From an optimization exercise on the open Yosys and OpenROAD flow, aimed at small area, a short achievable clock period and few clock cycles per item; shortcuts taken in it are not production practice. In this exercise RTL edits were held to simulation tests only and were not proved equivalent to the original.

==> flow/design.v (excerpt) <==
module poly_horner_seq (
    input  logic               clk,
    input  logic               rst,
    input  logic               coeff_we,
    input  logic [3:0]         coeff_addr,
    input  logic signed [15:0] coeff_wdata,
    input  logic signed [15:0] x,
    input  logic               start,
    output logic               busy,
    output logic               done,
    output logic signed [31:0] sum,
    output logic               ovf
);
    logic signed [15:0] r_coeff [0:10];
    logic [10:0]        r_cval;
    logic [7:0]         r_bone, r_btwo, r_bneg;
    logic signed [31:0] r_acc;
    logic signed [16:0] r_c, w_cn, w_n7;
    logic               r_ge, r_cneg, w_ge, w_cy15;
    logic [16:0]        w_y;
    logic signed [16:0] w_craw;
    logic               w_n7n;
    logic [3:0]         r_idx, w_idx_n, w_idx_r;
    logic               r_busy, r_done, r_ovf;
    logic signed [15:0] w_c, w_crd, w_c9;
    logic [7:0]         w_xone, w_xtwo, w_xneg;
    logic [47:0]        w_ra, w_rb;
    logic [31:0]        w_s, w_g0, w_p0;
    logic               w_c31, w_hi_one, w_hi_zero;
    logic               w_sovf, w_chi, w_clo, w_acc_st, w_last, w_wr;
  ...
clock: 9.0 ns
lec_check: 0
abc_area: 1
cap_margin: 20
core_margin: 2
core_utilization: 40
setup_slack_margin: 4.0
slew_margin: 20
synth_hierarchical: 1
synth_minimum_keep_size: 0
run.sh (not shown) runs the stock make flow with config.mk's settings and CLKGATE_MAP_FILE= SYNTH_SCRIPT=/design/flow/synth_recipe.tcl, a recipe that flattens the netlist after the stock synthesis.
The baseline finished with timing, DRC and antenna clean.
Testbench counts at the start, summed over its fixed seeds: cycles 14,440, evals 1,280.
Change:
CORE_UTILIZATION = 55   (was 40)
SETUP_SLACK_MARGIN = 3.7   (was 4.0)
=> Worst hold slack gets worse by 7.5 ps. First-iteration DRC count falls slightly. Worst setup slack gets worse by 150 ps. Register-to-register slack gets worse by 150 ps. Cell area falls by a few percent. Non-clock buffer count falls by 45.
Change:
CAP_MARGIN = 0   (was 20)
CORE_UTILIZATION = 40   (was 55)
SLEW_MARGIN = 0   (was 20)
TNS_END_PERCENT = 5   (was default)
Outcome: The new run ran to the end with no violations; synthesized area stays the same; flip-flop and latch count does not change; global-route usage shrinks by 8.1 points; final area climbs by 1.4%; cell count is higher by 7.6%; worst hold slack is better by 8.1 ps; die area went up by 37%.
Change:
CAP_MARGIN = 20   (was 0)
SETUP_SLACK_MARGIN = 4.3   (was 3.7)
SLEW_MARGIN = 20   (was 0)
TNS_END_PERCENT = default   (was 5)
Result: The changed run completed with no timing, DRC or antenna violations; via count climbs by a few percent; die area does not change; final area climbs by a little under a tenth; synthesized area does not change; hold slack stays flat.

wip/yarrow:
Another version of the RTL of poly_horner_seq (not shown whole).
Size in the first run: about 2,300 cells after synthesis, roughly 75 I/O pins, ~23,000 um2 of cells after synthesis.
export LEC_CHECK = 0
export ABC_AREA = 1
export CAP_MARGIN = 20
export CORE_MARGIN = 2
export CORE_UTILIZATION = 40
export SETUP_SLACK_MARGIN = 4
export SLEW_MARGIN = 20
export SYNTH_HIERARCHICAL = 1
export SYNTH_MINIMUM_KEEP_SIZE = 0
create_clock -name core_clock -period 9.0 [get_ports {clk}]
Per the final summary, wip/yarrow finished and its layout is clean on timing, DRC and antenna.
Testbench counts of wip/yarrow, summed over its fixed seeds: cycles 14,440, evals 1,280.
Input changes introduced in wip/cedar (baseline for comparison: wip/yarrow):
- SETUP_SLACK_MARGIN changed from 4 to 3
Findings:
wip/yarrow → wip/cedar: first-pass iteration count of the detailed router shows a reduction of 2; fmax shows a reduction of 9.6%; worst setup slack after layout shows a reduction of 0.55 ns. Of the two values seen for start point of the critical path, r_acc[12]$_DFFE_PP_ was produced by wip/yarrow and r_acc[15]$_DFFE_PP_ by wip/cedar.
For wip/nickel, these inputs were changed with respect to wip/cedar:
- SETUP_SLACK_MARGIN removed (was 3)
==> comparison <==
- Result for wip/nickel and wip/cedar: all clean
- wip/nickel and wip/cedar ended up with nearly the same core utilization.
- As far as fraction of area in clock buffers and inverters is concerned, wip/cedar and wip/nickel perform about the same.
- wip/nickel and wip/cedar ended up with roughly the same multi-input combinational area share.
- [compare] base=wip/cedar new=wip/nickel: sum of met3 wire segment lengths after detailed routing went down about 5.3%; via count up 0.39%; sum of met2 wire segment lengths after detailed routing neither gained nor lost much.
- r_acc[22]$_DFFE_PP_ as the capture point of the critical path was reported by wip/nickel, and r_ovf$_SDFFE_PP0P_ by wip/cedar.

-- afterwards: timing with drivers on the ports --
The flow's constraints put no driver on any port. The routed layouts listed below were extracted and timed again, unchanged, in two steps. Step 1 sets driving cells, clkbuf_16 on the clock port and buf_2 on the other inputs (assumed; they add their load-dependent delay and slew). Step 2, shift: input delay + t, output delay - t, t = (earliest + latest rising clock arrival at the registers) / 2. This alone moves slack from input paths to output paths. a / b / c = no drivers / after step 1 / after step 2; a / b = the first two.
run | shift t [ns] | setup slack, ns | latest minus earliest clock arrival (ns)
the first run of note 1 | 0.653 | 3.935 / 3.935 / 3.890 | 0.017 / 0.017
the second run of note 1 | 0.657 | 3.786 / 3.786 / 3.786 | 0.032 / 0.032
the third run of note 1 | 0.657 | 3.852 / 3.792 / 3.861 | 0.016 / 0.015
the fourth run of note 1 | 0.665 | 4.091 / 4.091 / 3.932 | 0.019 / 0.019
wip/yarrow | 0.615 | 3.801 / 3.801 / 3.801 | 0.023 / 0.023
wip/cedar | 0.619 | 3.246 / 3.246 / 3.246 | 0.027 / 0.028
wip/nickel | 0.619 | 3.202 / 3.202 / 3.202 | 0.028 / 0.028
After both steps setup and hold are still met in every run listed. For the fourth run of note 1, which loses most, drivers alone change the setup slack by 0.000 ns; drivers and shift together by -0.159 ns.
